Background: an optimization exercise with open tools, aiming at small area and a short achievable clock period. Do not read the settings as production practice.
The RTL was checked by simulation tests, not by an equivalence proof against the original design.
Power figures rest on the tool's default switching activity, not on a simulated workload.

==> design.v <==
package gpr_pkg;
  typedef enum logic {
    CLEAR = 1'b0,
    RUN   = 1'b1
  } gpr_state_e;
  localparam int ZERO_REG = 0;
  localparam int DEF_ADDR_WIDTH = 5;
  localparam int DEF_DATA_WIDTH = 32;
  localparam int DEF_NREAD      = 2;
  localparam int DEF_NWRITE     = 1;
endpackage
module gpr_wsel
#(
  parameter int ADDR_WIDTH = gpr_pkg::DEF_ADDR_WIDTH,
  parameter int DATA_WIDTH = gpr_pkg::DEF_DATA_WIDTH,
  parameter int NWRITE     = gpr_pkg::DEF_NWRITE
) (
  input  logic [ADDR_WIDTH-1:0]        raddr,
  input  logic [NWRITE-1:0]            wen,
  input  logic [NWRITE*ADDR_WIDTH-1:0] waddr,
  input  logic [NWRITE*DATA_WIDTH-1:0] wdata,
  output logic                         hit,
  output logic [DATA_WIDTH-1:0]        data
);
  always_comb begin
    hit  = 1'b0;
    data = '0;
    if (raddr != ADDR_WIDTH'(gpr_pkg::ZERO_REG)) begin
      for (int j = 0; j < NWRITE; j++) begin
        if (wen[j] && (waddr[j*ADDR_WIDTH +: ADDR_WIDTH] == raddr)) begin
          hit  = 1'b1;
          data = wdata[j*DATA_WIDTH +: DATA_WIDTH];
        end
      end
    end
  end
endmodule
module gpr_mport
#(
  parameter int ADDR_WIDTH = gpr_pkg::DEF_ADDR_WIDTH,
  parameter int DATA_WIDTH = gpr_pkg::DEF_DATA_WIDTH,
  parameter int NREAD      = gpr_pkg::DEF_NREAD,
  parameter int NWRITE     = gpr_pkg::DEF_NWRITE,
  parameter int BYPASS     = 1
) (
  input  logic                         clk,
  input  logic                         rst,
  input  logic [NREAD*ADDR_WIDTH-1:0]  bus_raddr,
  output logic [NREAD*DATA_WIDTH-1:0]  bus_rdata,
  output logic [NREAD-1:0]             bus_rbusy,
  input  logic [NWRITE-1:0]            bus_wen,
  input  logic [NWRITE*ADDR_WIDTH-1:0] bus_waddr,
  input  logic [NWRITE*DATA_WIDTH-1:0] bus_wdata,
  input  logic                         bus_rsv_en,
  input  logic [ADDR_WIDTH-1:0]        bus_rsv_addr,
  input  logic [ADDR_WIDTH-1:0]        bus_dbg_addr,
  output logic [DATA_WIDTH-1:0]        bus_dbg_data,
  output logic                         bus_ready
);
  localparam int DEPTH = 1 << ADDR_WIDTH;
  localparam logic [ADDR_WIDTH-1:0] ZADDR = ADDR_WIDTH'(gpr_pkg::ZERO_REG);
  gpr_pkg::gpr_state_e              state, state_nx;
  logic [ADDR_WIDTH-1:0]   clr_idx, clr_idx_nx;
  logic [DATA_WIDTH-1:0]   rf [DEPTH];
  logic [DEPTH-1:0]        busy;
  logic                    run;
  logic [NWRITE-1:0]       wen_ok;
  logic [DATA_WIDTH-1:0]   rd_arr [NREAD];
  logic [NREAD-1:0]        rb_arr;
  assign run       = (state == gpr_pkg::RUN);
  assign bus_ready = run;
  assign wen_ok    = bus_wen & {NWRITE{run}};
  always_ff @(posedge clk) begin
    if (rst) begin
      state   <= gpr_pkg::CLEAR;
      clr_idx <= '0;
    end else begin
      state   <= state_nx;
      clr_idx <= clr_idx_nx;
    end
  end
  always_comb begin
    state_nx   = state;
    clr_idx_nx = clr_idx;
    if (state == gpr_pkg::CLEAR) begin
      clr_idx_nx = clr_idx + 1'b1;
      if (clr_idx == ADDR_WIDTH'(DEPTH - 1)) begin
        state_nx = gpr_pkg::RUN;
      end
    end
  end
  always_ff @(posedge clk) begin
    if (state == gpr_pkg::CLEAR) begin
      rf[clr_idx] <= '0;
    end else begin
      for (int j = 0; j < NWRITE; j++) begin
        if (wen_ok[j] && (bus_waddr[j*ADDR_WIDTH +: ADDR_WIDTH] != ZADDR)) begin
          rf[bus_waddr[j*ADDR_WIDTH +: ADDR_WIDTH]] <= bus_wdata[j*DATA_WIDTH +: DATA_WIDTH];
        end
      end
    end
  end
  always_ff @(posedge clk) begin
    if (rst) begin
      busy <= '0;
    end else if (run) begin
      for (int j = 0; j < NWRITE; j++) begin
        if (wen_ok[j] && (bus_waddr[j*ADDR_WIDTH +: ADDR_WIDTH] != ZADDR)) begin
          busy[bus_waddr[j*ADDR_WIDTH +: ADDR_WIDTH]] <= 1'b0;
        end
      end
      if (bus_rsv_en && (bus_rsv_addr != ZADDR)) begin
        busy[bus_rsv_addr] <= 1'b1;
      end
    end
  end
  for (genvar i = 0; i < NREAD; i++) begin : g_rd
    logic [ADDR_WIDTH-1:0] ra;
    logic                  hit;
    logic [DATA_WIDTH-1:0] wd;
    assign ra = bus_raddr[i*ADDR_WIDTH +: ADDR_WIDTH];
    gpr_wsel #(
      .ADDR_WIDTH (ADDR_WIDTH),
      .DATA_WIDTH (DATA_WIDTH),
      .NWRITE     (NWRITE)
    ) u_wsel (
      .raddr (ra),
      .wen   (wen_ok),
      .waddr (bus_waddr),
      .wdata (bus_wdata),
      .hit   (hit),
      .data  (wd)
    );
    always_comb begin
      rd_arr[i] = '0;
      rb_arr[i] = 1'b0;
      if (run && (ra != ZADDR)) begin
        if ((BYPASS != 0) && hit) begin
          rd_arr[i] = wd;
        end else begin
          rd_arr[i] = rf[ra];
        end
        if ((BYPASS != 0) && hit && !(bus_rsv_en && (bus_rsv_addr == ra))) begin
          rb_arr[i] = 1'b0;
        end else begin
          rb_arr[i] = busy[ra];
        end
      end
    end
  end
  always_comb begin
    bus_rdata = '0;
    for (int i = 0; i < NREAD; i++) begin
      bus_rdata[i*DATA_WIDTH +: DATA_WIDTH] = rd_arr[i];
    end
  end
  assign bus_rbusy    = rb_arr;
  assign bus_dbg_data = (run && (bus_dbg_addr != ZADDR)) ? rf[bus_dbg_addr] : '0;
endmodule
module gpr_rf4r2w (
  input  logic         clk,
  input  logic         rst,
  input  logic [19:0]  raddr,
  output logic [127:0] rdata,
  output logic [3:0]   rbusy,
  input  logic [1:0]   wen,
  input  logic [9:0]   waddr,
  input  logic [63:0]  wdata,
  input  logic         rsv_en,
  input  logic [4:0]   rsv_addr,
  input  logic [4:0]   dbg_addr,
  output logic [31:0]  dbg_data,
  output logic         ready
);
  gpr_mport #(
    .ADDR_WIDTH (5),
    .DATA_WIDTH (32),
    .NREAD      (4),
    .NWRITE     (2),
    .BYPASS     (1)
  ) u_gpr (
    .clk          (clk),
    .rst          (rst),
    .bus_raddr    (raddr),
    .bus_rdata    (rdata),
    .bus_rbusy    (rbusy),
    .bus_wen      (wen),
    .bus_waddr    (waddr),
    .bus_wdata    (wdata),
    .bus_rsv_en   (rsv_en),
    .bus_rsv_addr (rsv_addr),
    .bus_dbg_addr (dbg_addr),
    .bus_dbg_data (dbg_data),
    .bus_ready    (ready)
  );
endmodule
==> run.sh <==
#!/bin/bash
# synth_recipe.tcl (not shown) runs the flow's synth.tcl, then flattens the netlist and writes it again
# the make line also repeats each setting of config.mk as NAME=value (left out here)
make -C /OpenROAD-flow-scripts/flow DESIGN_CONFIG=/design/flow/config.mk WORK_HOME=/design/flow/orfs CLKGATE_MAP_FILE= SYNTH_SCRIPT=/design/flow/synth_recipe.tcl finish
==> config.mk <==
export PLATFORM = sky130hd
export DESIGN_NAME = gpr_rf4r2w
export DESIGN_NICKNAME = gpr_rf4r2w
export VERILOG_FILES = /design/flow/design.v
export SDC_FILE = /design/flow/constraint.sdc
export NUM_CORES = 4
export LEC_CHECK = 0
export CAP_MARGIN = 20
export CORE_MARGIN = 2
export CORE_UTILIZATION = 35
export SETUP_SLACK_MARGIN = 0.4
export SLEW_MARGIN = 20
==> constraint.sdc <==
create_clock -name core_clock -period 7.0 [get_ports {clk}]
set_input_delay 1.4000 -clock core_clock [delete_from_list [all_inputs] [get_ports {clk}]]
set_output_delay 1.4000 -clock core_clock [all_outputs]
set_load 0.01 [all_outputs]
==> notes.md <==
# TYPE chip_impl_metric gauge
chip_impl_info{name="run_status",value="complete, no violations"} 1
chip_impl_info{name="final_cell_mix",value="sky130_fd_sc_hd__nand2_1 (1240), sky130_fd_sc_hd__o21ai_0 (1080), sky130_fd_sc_hd__mux4_2 (1038), sky130_fd_sc_hd__edfxtp_1 (1024), sky130_fd_sc_hd__mux2i_1 (800)"} 1
chip_impl_metric{name="syn_avg_cell_area",unit="sq um"} 11.1
chip_impl_metric{name="routed_wirelength",unit="um"} 474000
chip_impl_metric{name="pin_count_of_the_biggest_net_entering_global_routing",unit=""} 118
chip_impl_metric{name="synthesis.nets",unit=""} 8133
chip_impl_metric{name="synth.yosys.seq_area_share",unit="%"} 35.4
chip_impl_metric{name="fin_nets",unit=""} 8072
chip_impl_metric{name="globalplace.congestion",unit=""} 1.06
chip_impl_metric{name="netlist_area",unit="sq um"} 89100
chip_impl_metric{name="cts_sinks",unit=""} 1062
chip_impl_info{name="cts_tree",value="built"} 1
chip_impl_metric{name="timing.critical_path.fanout_max",unit=""} 21
chip_impl_metric{name="die_height",unit="um"} 509
chip_impl_metric{name="drtAntennaViolNets",unit=""} 0
chip_impl_info{name="crit_path_start_kind",value="primary input"} 1
chip_impl_metric{name="fin_skew",unit="ns"} 0.0336
chip_impl_metric{name="wire_per_inst",unit="um"} 41.4
chip_impl_metric{name="post-route-cell-area",unit="sq um"} 103000
chip_impl_info{name="cpMostUsedCell",value="sky130_fd_sc_hd__clkdlybuf4s50_1"} 1
chip_impl_metric{name="leakage",unit="nW"} 32.2
chip_impl_metric{name="placementRows",unit=""} 185
chip_impl_info{name="endpoint_kind",value="output pin"} 1
chip_impl_info{name="timing.setup.critical_path_class",value="in -> out"} 1
chip_impl_metric{name="track_usage",unit="%"} 35.6
chip_impl_metric{name="floorplan.initialDensity",unit="%"} 35.1
chip_impl_info{name="critical_path.cell_chain",value="clkdlybuf4s50_1 > nor2_4 > buf_12 > nand3_1 > o21ai_0 > nor3_1 > buf_4 > nor2_1 > clkdlybuf4s50_1"} 1
chip_impl_metric{name="clock_path_buffers",unit=""} 3
chip_impl_info{name="rsz0062_at_grt",value="false"} 1
chip_impl_metric{name="achievable-frequency",unit="GHz"} 0.147
chip_impl_metric{name="report.power.total",unit="mW"} 17.1
chip_impl_metric{name="syn2layout_area_growth",unit="%"} 15.1
chip_impl_metric{name="synthesis.yosys.warnings",unit=""} 3
chip_impl_metric{name="timing.slew.headroom",unit="%"} 12.2
chip_impl_metric{name="placement.io_buffers",unit=""} 273
chip_impl_metric{name="hold_buffers",unit=""} 0
chip_impl_metric{name="grtUsageMet3",unit="%"} 15.0
chip_impl_metric{name="grt_antenna_before_repair",unit=""} 42
chip_impl_metric{name="postLayoutCoreUtil",unit="%"} 40.4
chip_impl_info{name="min_from",value="u_gpr.busy[31]$_SDFFE_PP0P_"} 1
chip_impl_metric{name="ports_placed_on_the_boundary",unit=""} 274
chip_impl_metric{name="layout-drive-gt1-share",unit="%"} 25.1
chip_impl_metric{name="timing.critical_path.required",unit="ns"} 5.60
chip_impl_metric{name="rrSetupSlack",unit="ns"} 3.39
chip_impl_metric{name="min_period_over_period",unit="%"} 97.2
chip_impl_metric{name="worstSkewPairLatency",unit="ns"} 0.82
chip_impl_metric{name="die_area",unit="sq um"} 259000
chip_impl_metric{name="maxCapViolCount",unit=""} 0
chip_impl_info{name="worstReg2RegEnd",value="u_gpr.rf[10][28]$_DFFE_PP_"} 1
chip_impl_metric{name="drtIter0Drc",unit=""} 16386
chip_impl_metric{name="timing.setup.tns",unit="ns"} 0
chip_impl_metric{name="placed_area",unit="sq um"} 98400
chip_impl_metric{name="cts.clk_slew.worst_paths",unit="ns"} 0.06
chip_impl_metric{name="synth_cells",unit=""} 8007
chip_impl_metric{name="hold_viol_final",unit=""} 0
chip_impl_metric{name="cp_data_arrival_time",unit="ns"} 5.40
chip_impl_info{name="timing.critical_path.max_delay_family",value="buffers and inverters"} 1
chip_impl_info{name="hold_path_class",value="reg -> reg"} 1
chip_impl_metric{name="critical_path.max_stage_delay",unit="ns"} 0.82
chip_impl_metric{name="setup_viol",unit=""} 0
chip_impl_info{name="top_usage_layer",value="met2"} 1
chip_impl_metric{name="detail_route.vias_per_cell",unit=""} 7.23
chip_impl_info{name="critPathSlowestCell",value="sky130_fd_sc_hd__clkdlybuf4s50_1"} 1
chip_impl_metric{name="grt_pass1_vias",unit=""} 76682
chip_impl_info{name="most_common_cell_after_layout_fill_and_taps_aside",value="sky130_fd_sc_hd__nand2_1"} 1
chip_impl_metric{name="hold_depth",unit=""} 2
chip_impl_metric{name="drt_pre_antenna_iters",unit=""} 9
chip_impl_metric{name="globalRouteOverflowTotal",unit=""} 0
chip_impl_metric{name="tightestPinTransition",unit="ns"} 1.32
chip_impl_metric{name="post_synth_edffs",unit=""} 1024
chip_impl_metric{name="vdd.ir_drop.worst",unit="mV"} 0.212
chip_impl_metric{name="groute.layer.met1.usage",unit="%"} 42.2
chip_impl_metric{name="ys_seq_elements",unit=""} 1062
chip_impl_metric{name="period_minus_ws_final",unit="ns"} 6.80
chip_impl_metric{name="synthDistinctLibCells",unit=""} 69
chip_impl_metric{name="chipWidth",unit="um"} 509
chip_impl_metric{name="cts-buffers-inserted",unit=""} 119
chip_impl_metric{name="total_power_density_per_cell_area",unit="nW/um^2"} 166
chip_impl_metric{name="post_route_drc",unit=""} 0
chip_impl_info{name="holdPathEnd",value="u_gpr.busy[31]$_SDFFE_PP0P_"} 1
chip_impl_metric{name="global_route_wire_length_before_repair",unit="um"} 642000
chip_impl_info{name="root_buffer",value="sky130_fd_sc_hd__clkbuf_16"} 1
chip_impl_metric{name="synth_async_sr_flop_share",unit="%"} 0
chip_impl_metric{name="fp.coreArea",unit="sq um"} 254000
chip_impl_metric{name="detailedPlacementHpwl",unit="um"} 314000
chip_impl_metric{name="worstPathBufferInverterCount",unit=""} 4
chip_impl_metric{name="dr_vias",unit=""} 82675
chip_impl_metric{name="groute.layer.met2.usage",unit="%"} 51.6
chip_impl_metric{name="finalMaxSlewViolations",unit=""} 0
chip_impl_metric{name="reg2regPathDepth",unit=""} 6
chip_impl_metric{name="h-tree-depth",unit=""} 3
chip_impl_info{name="dominantRegCellSynth",value="sky130_fd_sc_hd__edfxtp_1"} 1
chip_impl_info{name="reg2reg_from",value="u_gpr.state$_SDFF_PP0_"} 1
-- flip-flops by register name (all words and copies together) (netlist names) --
| name | count |
|---|---|
| u_gpr.rf | 1024 |
| u_gpr.state | 1 |
| u_gpr.clr_idx | 5 |
| u_gpr.busy | 32 |
-- worst register-to-register path, stage by stage, from the launching register on --
cell and delay, ns:
sky130_fd_sc_hd__dfxtp_1 0.41, sky130_fd_sc_hd__nand2_1 0.26, sky130_fd_sc_hd__nor2_4 0.30, sky130_fd_sc_hd__nand2_1 0.66
sky130_fd_sc_hd__nor2_4 1.20, sky130_fd_sc_hd__buf_4 0.39, sky130_fd_sc_hd__o21ai_0 0.11
-- how the worst max path moves through the flow --
stage | startpoint | endpoint | slack (ns) | cells after the start
after floorplan | waddr[0] | u_gpr.rf[26][0]$_DFFE_PP_ | 1.64 | 11
after global placement | raddr[9] | rdata[42] | 0.12 | 8
after detailed placement | raddr[9] | rdata[52] | 0.14 | 8
after CTS | raddr[4] | rdata[24] | 0.38 | 7
after global routing | raddr[9] | rdata[40] | 0.40 | 9
final | raddr[9] | rdata[35] | 0.20 | 9
-- per-stage QoR --
| step | setup WS (ns) | cells | hold WS, ns |
|---|---|---|---|
| after floorplan | 1.64 | 8007 | 0.479 |
| after global placement | 0.119 | 11180 | 0.503 |
| after detailed placement | 0.142 | 11185 | 0.512 |
| after CTS | 0.384 | 11415 | 0.519 |
| after global routing | 0.401 | 11421 | 0.555 |
| final | 0.198 | 11442 | 0.532 |
-- power by group --
part	switching [mW]	internal [mW]
clock	3.04	3.75
sequential	0.0855	6.95
combinational	2.12	1.13
total	5.24	11.8
-- timing repair --
item | CTS | global route
resized for setup | 6 | 9
setup buffers | 3 | 0
setup endpoints to repair | 22 | 12
pin swaps | 1 | 0
-- synth_stat cells (7+ instances only) --
library cell	count	share of area, %
sky130_fd_sc_hd__a211oi_1	76	0.64
sky130_fd_sc_hd__edfxtp_1	1024	35
sky130_fd_sc_hd__buf_4	58	0.49
sky130_fd_sc_hd__o21ai_0	1087	6.1
sky130_fd_sc_hd__nor3b_1	10	0.084
sky130_fd_sc_hd__a21oi_1	34	0.19
sky130_fd_sc_hd__nor3_1	182	1.0
sky130_fd_sc_hd__a22oi_1	333	2.8
sky130_fd_sc_hd__nor4_1	11	0.077
sky130_fd_sc_hd__nand3_1	118	0.66
sky130_fd_sc_hd__nor2_1	176	0.74
sky130_fd_sc_hd__buf_1	58	0.24
sky130_fd_sc_hd__dfxtp_1	38	0.85
sky130_fd_sc_hd__nand2_1	1259	5.3
sky130_fd_sc_hd__xor2_1	32	0.31
sky130_fd_sc_hd__a22o_1	7	0.069
sky130_fd_sc_hd__o21ai_1	39	0.22
sky130_fd_sc_hd__nor2b_1	82	0.58
sky130_fd_sc_hd__xnor2_1	31	0.30
sky130_fd_sc_hd__buf_6	7	0.088
sky130_fd_sc_hd__nand2b_1	17	0.12
sky130_fd_sc_hd__mux4_2	1038	26
sky130_fd_sc_hd__mux2i_1	800	9.0
sky130_fd_sc_hd__nor2_2	18	0.13
sky130_fd_sc_hd__ha_1	17	0.24
sky130_fd_sc_hd__mux2_2	44	0.56
sky130_fd_sc_hd__clkbuf_1	606	2.6
sky130_fd_sc_hd__a221oi_1	33	0.32
sky130_fd_sc_hd__inv_1	30	0.13
sky130_fd_sc_hd__o22ai_1	208	1.5
sky130_fd_sc_hd__a32oi_1	16	0.16
sky130_fd_sc_hd__o221ai_1	125	1.2
sky130_fd_sc_hd__a211o_1	12	0.12
sky130_fd_sc_hd__or3_1	13	0.091
sky130_fd_sc_hd__nand4_1	8	0.056
sky130_fd_sc_hd__and2_1	8	0.056
sky130_fd_sc_hd__buf_2	281	1.6
-- routing by layer --
layer  share of wire [%]  routed length (um)  vias up
met1                  33              156000    40600
met3                  16               75000     2153
met2                  42              201000     8272
met4                 8.8               41800       30
met5               0.041                 192        -
li1                    -                   -    31620
-- cells by family (layout without fill, tap and decap cells) --
group	Yosys count	count (layout)	share of synthesized area, %
compound gates	2008	2008	13.7
xor+xnor	63	63	0.619
fa+ha+maj	17	17	0.239
buf+inv	1047	1092	5.12
flops	1062	1062	35.4
mux	1882	1882	35.8
other cells	0	24	0
simple gates	1928	1928	9.15
-- area by class of cell --
cell class | count | area, sq um
diodes | 24 | 60.1
repair buffers | 830 | 8620
multi-input cells | 5898 | 54000
flip-flops and latches | 1062 | 31500
inverters | 35 | 134
clock inverters | 97 | 991
well taps | 3366 | 4210
clock buffers | 130 | 3020
fillers | 23813 | 151000

what the ideal ports hide:
The flow's constraints put no driver on any port. The routed layout listed below was extracted and timed again, unchanged, in two steps.
Step 1 (the two cells are an assumption about what drives the block):
set clk [get_ports {clk}]
set_driving_cell -lib_cell sky130_fd_sc_hd__clkbuf_16 $clk
set_driving_cell -lib_cell sky130_fd_sc_hd__buf_2 [delete_from_list [all_inputs] $clk]
Step 2 moves the port delays by t, midway between the first and last clock arrival at a register: inputs arrive t later, outputs are due t later. That takes back most of the time a late clock gives input paths.
Three values: ideal ports, drivers, drivers and shift; two values: the first two.
t, ns: 0.898
setup WS [ns]: 0.198 / 0.176 / 0.176
hold slack, ns: 0.532 / 0.532 / 0.532
worst setup path at the end: input to output
After both steps this run still meets setup and hold. The setup slack of this run moves by -0.022 ns with the drivers and by -0.022 ns with both steps.
